What follows belongs to an exercise in optimizing a design on an open flow for small area; a production flow would make more cautious choices.
RTL that was checked went through simulation tests only; none was proved equivalent to the original.
No activity file was given, so power comes from the tool's default toggle rates.

==> flow/design.v (excerpt) <==
module sonar_top
#(
    parameter int N_CHANNELS = 4,
    parameter int PDM_DIV    = 4,
    parameter int WIN_LOG2   = 2
) (
    input  wire logic                  wb_clk_i,
    input  wire logic                  wb_rst_i,
    input  wire logic                  wbs_cyc_i,
    input  wire logic                  wbs_stb_i,
    input  wire logic                  wbs_we_i,
    input  wire logic [3:0]            wbs_sel_i,
    input  wire logic [31:0]           wbs_adr_i,
    input  wire logic [31:0]           wbs_dat_i,
    output logic                       wbs_ack_o,
    output logic [31:0]                wbs_dat_o,
    input  wire logic [N_CHANNELS-1:0] pdm_i,
    input  wire logic                  mclear_i,
    output logic                       mclk_o,
    output logic                       irq_o
);
clock: 6.0 ns
lec_check: 0
cap_margin: 20
core_margin: 2
core_utilization: 65
slew_margin: 20
standard.sh (not shown) runs the stock make flow with config.mk's settings and CLKGATE_MAP_FILE= SYNTH_SCRIPT=/design/flow/synth_recipe.tcl, a recipe that flattens the netlist after the stock synthesis.
==> flow/flow/run.sh <==
#!/bin/bash
# Standard layout with two changes: ports get the smallest buffer (buf_1)
# instead of clkdlybuf4s50_1, and clock tree synthesis adds no dummy loads and
# clusters sinks into groups a clkbuf_8 can drive within the clock-pin slew limit.
set -euo pipefail
CTS="-sink_clustering_enable -repair_clock_nets -dont_use_dummy_load"
CTS="$CTS -sink_clustering_size 10 -sink_clustering_max_diameter 35 -sink_buffer_max_cap_derate 1.0"
CTS="$CTS -buf_list sky130_fd_sc_hd__clkbuf_4"
bash standard.sh "CTS_ARGS=$CTS" "BUFFER_PORTS_ARGS=-buffer_cell sky130_fd_sc_hd__buf_1" finish > standard.log 2>&1
The first run ran to the end with no violations.
Rerun with:
--- a/flow/flow/run.sh
+++ b/flow/flow/run.sh
@@ -7,2 +7,2 @@
-CTS="$CTS -sink_clustering_size 10 -sink_clustering_max_diameter 35 -sink_buffer_max_cap_derate 1.0"
-CTS="$CTS -buf_list sky130_fd_sc_hd__clkbuf_4"
+CTS="$CTS -sink_clustering_size 18 -sink_clustering_max_diameter 50"
+CTS="$CTS -buf_list sky130_fd_sc_hd__clkbuf_8"
- CORE_UTILIZATION: 65 -> 75
Combinational power is about the same.
Count of clock-buffer cells in the layout came out lower by 40.
Power came out lower slightly.
Core utilization came out higher by 9.3 points.
Rerun with:
--- a/flow/flow/run.sh
+++ b/flow/flow/run.sh
@@ -7,2 +7,2 @@
-CTS="$CTS -sink_clustering_size 18 -sink_clustering_max_diameter 50"
-CTS="$CTS -buf_list sky130_fd_sc_hd__clkbuf_8"
+CTS="$CTS -sink_clustering_size 10 -sink_clustering_max_diameter 35"
+CTS="$CTS -buf_list sky130_fd_sc_hd__clkbuf_4"
- CORE_UTILIZATION: 75 -> 65
The changed run finished clean. Core utilization came out lower by 9.3 points. Power came out higher by 1.6%. Global-route usage came out lower by 4.4 points. Fmax came out higher by 0.71%. Count of clock-buffer cells in the layout came out higher by 40. Critical path depth is unchanged. Area after synthesis does not change. Register-to-register slack is better by 40 ps. Cell count came out higher by 4.0%.
Rerun with:
--- a/flow/flow/run.sh
+++ b/flow/flow/run.sh
@@ -7,2 +7,2 @@
-CTS="$CTS -sink_clustering_size 10 -sink_clustering_max_diameter 35"
-CTS="$CTS -buf_list sky130_fd_sc_hd__clkbuf_4"
+CTS="$CTS -sink_clustering_size 18 -sink_clustering_max_diameter 50"
+CTS="$CTS -buf_list sky130_fd_sc_hd__clkbuf_8"
=>
- global-route usage fell by 0.33 points
- non-clock buffer count stays the same
- design area hardly moves
- flip-flop and latch count does not change
- setup slack gets better by 3.3 ps


sonar_top, a different RTL version from the one above (not shown whole).
Size in the first run: about 500 flip-flops.
==> flow/config.mk <==
export PLATFORM = sky130hd
export DESIGN_NAME = sonar_top
export DESIGN_NICKNAME = sonar_top
export VERILOG_FILES = /design/flow/design.v
export SDC_FILE = /design/flow/constraint.sdc
export NUM_CORES = 4
export LEC_CHECK = 0
export CAP_MARGIN = 20
export CORE_MARGIN = 2
export CORE_UTILIZATION = 40
export SLEW_MARGIN = 20
==> flow/constraint.sdc <==
create_clock -name core_clock -period 6.0 [get_ports {wb_clk_i}]
set_input_delay 1.2000 -clock core_clock [delete_from_list [all_inputs] [get_ports {wb_clk_i}]]
set_output_delay 1.2000 -clock core_clock [all_outputs]
set_load 0.01 [all_outputs]
==> flow/flow/run.sh <==
#!/bin/bash
# Standard layout, with clock tree synthesis told not to add dummy loads and to
# cluster sinks into groups a clkbuf_8 can drive within the clock-pin slew limit.
set -euo pipefail
CTS="-sink_clustering_enable -repair_clock_nets -dont_use_dummy_load"
CTS="$CTS -sink_clustering_size 18 -sink_clustering_max_diameter 50"
CTS="$CTS -buf_list sky130_fd_sc_hd__clkbuf_8"
bash standard.sh "CTS_ARGS=$CTS" finish > standard.log 2>&1
==> next run, changes <==
==> flow/run.sh (new file) <==
#!/bin/bash
# synth_recipe.tcl (not shown) runs the flow's synth.tcl, then flattens the netlist and writes it again
# the make line also repeats each setting of config.mk as NAME=value (left out here)
make -C /OpenROAD-flow-scripts/flow DESIGN_CONFIG=/design/flow/config.mk WORK_HOME=/design/flow/orfs CLKGATE_MAP_FILE= SYNTH_SCRIPT=/design/flow/synth_recipe.tcl finish
Settings changed: CTS_BUF_LIST set to sky130_fd_sc_hd__clkbuf_8, CTS_CLUSTER_DIAMETER set to 50, CTS_CLUSTER_SIZE set to 18.
removed: flow/flow/run.sh
removed: flow/standard.sh
The changed run ran to the end with no violations; sequential share of layout area fell by 0.80 points; power rose by 12%; synthesized area is unchanged; die area is unchanged; hold slack gets better by 4.5 ps.
==> next run, changes <==
==> flow/flow/run.sh (new file) <==
#!/bin/bash
# Standard layout with two changes: ports get the smallest buffer (buf_1)
# instead of clkdlybuf4s50_1, and clock tree synthesis adds no dummy loads and
# clusters sinks into groups a clkbuf_8 can drive within the clock-pin slew limit.
set -euo pipefail
CTS="-sink_clustering_enable -repair_clock_nets -dont_use_dummy_load"
CTS="$CTS -sink_clustering_size 18 -sink_clustering_max_diameter 50"
CTS="$CTS -buf_list sky130_fd_sc_hd__clkbuf_8"
bash standard.sh "CTS_ARGS=$CTS" "BUFFER_PORTS_ARGS=-buffer_cell sky130_fd_sc_hd__buf_1" finish > standard.log 2>&1
==> flow/standard.sh (new file) <==
#!/bin/bash
# synth_recipe.tcl (not shown) runs the flow's synth.tcl, then flattens the netlist and writes it again
# the make line also repeats each setting of config.mk as NAME=value (left out here)
make -C /OpenROAD-flow-scripts/flow DESIGN_CONFIG=/design/flow/config.mk WORK_HOME=/design/flow/orfs CLKGATE_MAP_FILE= SYNTH_SCRIPT=/design/flow/synth_recipe.tcl "${@:-finish}"
Settings changed: CORE_UTILIZATION 40 to 65, CTS_BUF_LIST sky130_fd_sc_hd__clkbuf_8 to unset, CTS_CLUSTER_DIAMETER 50 to unset, CTS_CLUSTER_SIZE 18 to unset.
removed: flow/run.sh
=> The changed run finished clean; synthesized cell count does not change; final area fell by 5.8%; first-iteration DRC count came out higher by 6.0%; non-clock buffer count decreases by 3; count of clock-buffer cells in the layout shrinks by 11; worst hold slack improves by 13 ps; cell count drops by 11%.
==> next run, changes <==
Settings changed: CORE_UTILIZATION 65 to 40.
Effect:
- The new run finished with timing, DRC and antenna clean
- first-iteration DRC count drops by a few percent
- synthesized area stays the same
- setup slack improves by 40 ps


exp/garnet:
sonar_top, a different RTL version from the one above (not shown whole).
For scale: about 2200 cells after synthesis, roughly 500 flip-flops, ~24000 sq um of cells after synthesis.
==> flow/config.mk <==
export PLATFORM = sky130hd
export DESIGN_NAME = sonar_top
export DESIGN_NICKNAME = sonar_top
export VERILOG_FILES = /design/flow/design.v
export SDC_FILE = /design/flow/constraint.sdc
export NUM_CORES = 4
export LEC_CHECK = 0
export CAP_MARGIN = 20
export CORE_MARGIN = 2
export CORE_UTILIZATION = 65
export SLEW_MARGIN = 20
==> flow/constraint.sdc <==
create_clock -name core_clock -period 6.0 [get_ports {wb_clk_i}]
set_input_delay 1.2000 -clock core_clock [delete_from_list [all_inputs] [get_ports {wb_clk_i}]]
set_output_delay 1.2000 -clock core_clock [all_outputs]
set_load 0.01 [all_outputs]
==> flow/flow/run.sh <==
#!/bin/bash
# Standard layout with two changes: ports get the smallest buffer (buf_1)
# instead of clkdlybuf4s50_1, and clock tree synthesis adds no dummy loads and
# clusters sinks into groups a clkbuf_8 can drive within the clock-pin slew limit.
set -euo pipefail
CTS="-sink_clustering_enable -repair_clock_nets -dont_use_dummy_load"
CTS="$CTS -sink_clustering_size 18 -sink_clustering_max_diameter 50"
CTS="$CTS -buf_list {sky130_fd_sc_hd__clkbuf_4 sky130_fd_sc_hd__clkbuf_8}"
bash standard.sh "CTS_ARGS=$CTS" "BUFFER_PORTS_ARGS=-buffer_cell sky130_fd_sc_hd__buf_1" finish > standard.log 2>&1
exp/garnet: all stages complete, timing, DRC and antenna checks passed
Inputs modified between exp/garnet and exp/willow:
-- flow/flow/run.sh --
<<< exp/garnet, line 7
CTS="$CTS -sink_clustering_size 18 -sink_clustering_max_diameter 50"
CTS="$CTS -buf_list {sky130_fd_sc_hd__clkbuf_4 sky130_fd_sc_hd__clkbuf_8}"
bash standard.sh "CTS_ARGS=$CTS" "BUFFER_PORTS_ARGS=-buffer_cell sky130_fd_sc_hd__buf_1" finish > standard.log 2>&1
>>> exp/willow, line 7
CTS="$CTS -sink_clustering_size 18 -sink_clustering_max_diameter 50"
CTS="$CTS -buf_list sky130_fd_sc_hd__clkbuf_8"
bash standard.sh "CTS_ARGS=$CTS" "BUFFER_PORTS_ARGS=-buffer_cell sky130_fd_sc_hd__buf_1" finish > standard.log 2>&1
## What came out
[compare] base=exp/garnet new=exp/willow: detailed placer's ending HPWL roughly the same, global-route usage roughly the same. Compared exp/garnet against exp/willow; peak supply drop within noise.


the reference run:
Another version of the RTL of sonar_top (not shown whole).
Size in the first run: roughly 500 flip-flops, ~110 I/O pins.
==> flow/design.v (excerpt) <==
module sonar_top
#(
    parameter int N_CHANNELS = 4,
    parameter int PDM_DIV    = 4,
    parameter int WIN_LOG2   = 2
) (
    input  wire logic                  wb_clk_i,
    input  wire logic                  wb_rst_i,
    input  wire logic                  wbs_cyc_i,
    input  wire logic                  wbs_stb_i,
    input  wire logic                  wbs_we_i,
    input  wire logic [3:0]            wbs_sel_i,
    input  wire logic [31:0]           wbs_adr_i,
    input  wire logic [31:0]           wbs_dat_i,
    output logic                       wbs_ack_o,
    output logic [31:0]                wbs_dat_o,
    input  wire logic [N_CHANNELS-1:0] pdm_i,
    input  wire logic                  mclear_i,
    output logic                       mclk_o,
    output logic                       irq_o
);
    localparam int W = sonar_pkg::BUS_W;
    logic        ce_pdm, ce_pcm, sstb, lstb, wclr;
    logic [31:0] presc;
    logic        presc_wr;
    logic [N_CHANNELS-1:0]   thresh_wr;
    logic [N_CHANNELS*W-1:0] sample, level, thresh;
    logic [N_CHANNELS-1:0]   echo;
    sonar_clock_gen u_clk (
        .wb_clk_i   (wb_clk_i),
        .wb_rst_i   (wb_rst_i),
        .wdat_i     (wbs_dat_i),
        .presc_wr_i (presc_wr),
        .presc_o    (presc),
        .ce_pdm_o   (ce_pdm),
        .ce_pcm_o   (ce_pcm),
        .sstb_o     (sstb),
        .lstb_o     (lstb),
        .wclr_o     (wclr),
        .mclk_o     (mclk_o)
    );
    wb_sonar_regs #(
        .N_CHANNELS (N_CHANNELS)
    ) u_regs (
        .wb_clk_i    (wb_clk_i),
        .wb_rst_i    (wb_rst_i),
        .wbs_cyc_i   (wbs_cyc_i),
        .wbs_stb_i   (wbs_stb_i),
        .wbs_we_i    (wbs_we_i),
        .wbs_sel_i   (wbs_sel_i),
        .wbs_adr_i   (wbs_adr_i),
        .wbs_ack_o   (wbs_ack_o),
        .wbs_dat_o   (wbs_dat_o),
        .sample_i    (sample),
  ...
==> flow/config.mk <==
export PLATFORM = sky130hd
export DESIGN_NAME = sonar_top
export DESIGN_NICKNAME = sonar_top
export VERILOG_FILES = /design/flow/design.v
export SDC_FILE = /design/flow/constraint.sdc
export NUM_CORES = 4
export LEC_CHECK = 0
export CAP_MARGIN = 20
export CORE_MARGIN = 2
export CORE_UTILIZATION = 40
export CTS_BUF_LIST = sky130_fd_sc_hd__clkbuf_16
export CTS_CLUSTER_DIAMETER = 60
export CTS_CLUSTER_SIZE = 20
export SLEW_MARGIN = 20
==> flow/constraint.sdc <==
create_clock -name core_clock -period 6.0 [get_ports {wb_clk_i}]
set_input_delay 1.2000 -clock core_clock [delete_from_list [all_inputs] [get_ports {wb_clk_i}]]
set_output_delay 1.2000 -clock core_clock [all_outputs]
set_load 0.01 [all_outputs]
run.sh (not shown) runs the stock make flow with config.mk's settings and CLKGATE_MAP_FILE= SYNTH_SCRIPT=/design/flow/synth_recipe.tcl, a recipe that flattens the netlist after the stock synthesis.
Stock flow here: none of the scripts above is used.
--- input diff the reference run..the trial run ---
- a change of CTS_CLUSTER_SIZE from 20 to 18
- a change of CTS_BUF_LIST from sky130_fd_sc_hd__clkbuf_16 to sky130_fd_sc_hd__clkbuf_8
- a change of CTS_CLUSTER_DIAMETER from 60 to 50
[summary]
Relative to the reference run, the switching power of the trial run is lower by about 0.5%.
Changes observed in the trial run relative to the reference run: power share of the sequential group saw an increase, routed metal-1 wirelength shows a reduction of about 0.44%.
The reference run vs the trial run, capture point of the critical path: g_chan[1].u_chan.level_o[13]$_SDFFE_PP0P_ vs g_chan[1].u_chan.level_o[15]$_SDFFE_PP0P_
| clock latency at the later pin of the worst-skew pair | the trial run vs the reference run | 0.09 ns higher |
Per the comparison of the trial run with the reference run, wire length after detailed routing comparable; cell area moved down.
| via density per instance | the trial run vs the reference run | ≈ equal |
No functional check of the RTL was part of any run of this note.


v6:
Another version of the RTL of sonar_top (not shown whole).
Size: about 500 flip-flops, ~29000 µm² of cells after synthesis.
Design sonar_top, start of the top module:
module sonar_top
#(
    parameter int N_CHANNELS = 4,
    parameter int PDM_DIV    = 4,
    parameter int WIN_LOG2   = 2
) (
    input  wire logic                  wb_clk_i,
    input  wire logic                  wb_rst_i,
    input  wire logic                  wbs_cyc_i,
    input  wire logic                  wbs_stb_i,
    input  wire logic                  wbs_we_i,
    input  wire logic [3:0]            wbs_sel_i,
    input  wire logic [31:0]           wbs_adr_i,
    input  wire logic [31:0]           wbs_dat_i,
    output logic                       wbs_ack_o,
    output logic [31:0]                wbs_dat_o,
    input  wire logic [N_CHANNELS-1:0] pdm_i,
    input  wire logic                  mclear_i,
    output logic                       mclk_o,
    output logic                       irq_o
);
clock: 6.0 ns
lec_check: 0
cap_margin: 20
core_margin: 2
core_utilization: 40
slew_margin: 20
Looking at the reports, v6 completed the entire flow and the layout it produced met the timing, DRC and antenna checks.
Relative to v6, the following input files were edited for v7:
- CTS_CLUSTER_SIZE now 30, previously not set
- CTS_BUF_LIST now sky130_fd_sc_hd__clkbuf_4, previously not set
### Flow results
In summary, v7 completed successfully, with a layout that passed the timing, DRC and antenna checks. Relative to v6, detailed-route wire length increased by about 1.1% in v7. v6 -> v7: clock buffer and inverter area fraction after layout flat. Re maximum frequency: v6 was higher than v7. From v6 to v7 the numbers moved as follows: final cell area excluding filler cells did not really move, global-route usage went up.
No run of this note included a check of the RTL's function; only the layout flow was run.


sonar_top with an RTL version that a note above also has.
For scale: roughly 2100 cells after synthesis, about 500 flip-flops, ~110 I/O pins, roughly 0.023 mm^2 of cells after synthesis.
Settings: LEC_CHECK=0, CAP_MARGIN=20, CORE_MARGIN=2, CORE_UTILIZATION=75, SLEW_MARGIN=20; clock period 6.0 ns.
standard.sh (not shown) runs the stock make flow with config.mk's settings and CLKGATE_MAP_FILE= SYNTH_SCRIPT=/design/flow/synth_recipe.tcl, a recipe that flattens the netlist after the stock synthesis.
==> flow/flow/run.sh <==
#!/bin/bash
# Standard layout with two changes: ports get the smallest buffer (buf_1)
# instead of clkdlybuf4s50_1, and clock tree synthesis adds no dummy loads and
# clusters sinks into groups a clkbuf_8 can drive within the clock-pin slew limit.
set -euo pipefail
CTS="-sink_clustering_enable -repair_clock_nets -dont_use_dummy_load"
CTS="$CTS -sink_clustering_size 16 -sink_clustering_max_diameter 45"
CTS="$CTS -buf_list sky130_fd_sc_hd__clkbuf_8"
bash standard.sh "CTS_ARGS=$CTS" "BUFFER_PORTS_ARGS=-buffer_cell sky130_fd_sc_hd__buf_1" finish > standard.log 2>&1
Edit:
--- a/flow/flow/run.sh
+++ b/flow/flow/run.sh
@@ -6,3 +6,3 @@
 CTS="-sink_clustering_enable -repair_clock_nets -dont_use_dummy_load"
-CTS="$CTS -sink_clustering_size 16 -sink_clustering_max_diameter 45"
+CTS="$CTS -sink_clustering_size 20 -sink_clustering_max_diameter 55"
 CTS="$CTS -buf_list sky130_fd_sc_hd__clkbuf_8"
- CORE_UTILIZATION: 75 -> 65
What happened:
- critical path depth went up by 7
- final cell count went up by 1.9%
- combinational power is about the same
- flip-flop and latch count is unchanged

-- re-timing with driven ports --
The flow's constraints put no driver on any port. The routed layouts listed below were extracted and timed again, unchanged, in two steps.
Step 1 assumes that a clkbuf_16 drives the clock port and a buf_2 every other input.
Step 2, shift: input delay + t, output delay - t, t = (earliest + latest rising clock arrival at the registers) / 2. This alone moves slack from input paths to output paths.
a / b / c = ideal ports / drivers / drivers and shift; a / b = the first two.
| run | t (ns) | slack for setup (ns) | hold WS [ns] |
|---|---|---|---|
| the first run of note 1 | 0.827 | 0.259 / 0.259 / 0.259 | 0.359 / 0.359 / 0.359 |
| the second run of note 1 | 0.613 | 0.218 / 0.218 / 0.218 | 0.379 / 0.379 / 0.379 |
| the third run of note 1 | 0.827 | 0.259 / 0.259 / 0.259 | 0.359 / 0.359 / 0.359 |
| the fourth run of note 1 | 0.669 | 0.262 / 0.262 / 0.262 | 0.366 / 0.366 / 0.366 |
| the first run of note 2 | 0.716 | 0.395 / 0.395 / 0.395 | 0.351 / 0.351 / 0.351 |
| the second run of note 2 | 0.739 | 0.392 / 0.392 / 0.392 | 0.355 / 0.355 / 0.355 |
| the third run of note 2 | 0.688 | 0.364 / 0.364 / 0.364 | 0.368 / 0.368 / 0.368 |
| the fourth run of note 2 | 0.691 | 0.405 / 0.405 / 0.405 | 0.360 / 0.360 / 0.360 |
| exp/garnet | 0.679 | 0.386 / 0.386 / 0.386 | 0.363 / 0.363 / 0.363 |
| exp/willow | 0.679 | 0.386 / 0.386 / 0.386 | 0.363 / 0.363 / 0.363 |
| the reference run | 0.650 | 1.538 / 1.538 / 1.414 | 0.356 / 0.356 / 0.356 |
| the trial run | 0.735 | 1.565 / 1.564 / 1.395 | 0.360 / 0.360 / 0.360 |
| v6 | 0.674 | 1.516 / 1.516 / 0.950 | 0.437 / 0.437 / 0.437 |
| v7 | 1.027 | 1.462 / 1.462 / 1.001 | 0.438 / 0.438 / 0.438 |
| the first run of note 6 | 0.634 | 0.223 / 0.223 / 0.223 | 0.377 / 0.377 / 0.377 |
| the second run of note 6 | 0.669 | 0.273 / 0.273 / 0.273 | 0.364 / 0.364 / 0.364 |
After both steps every run listed still meets setup and hold. For v6, which loses most, drivers alone change the setup slack by 0.000 ns; drivers and shift together by -0.566 ns.
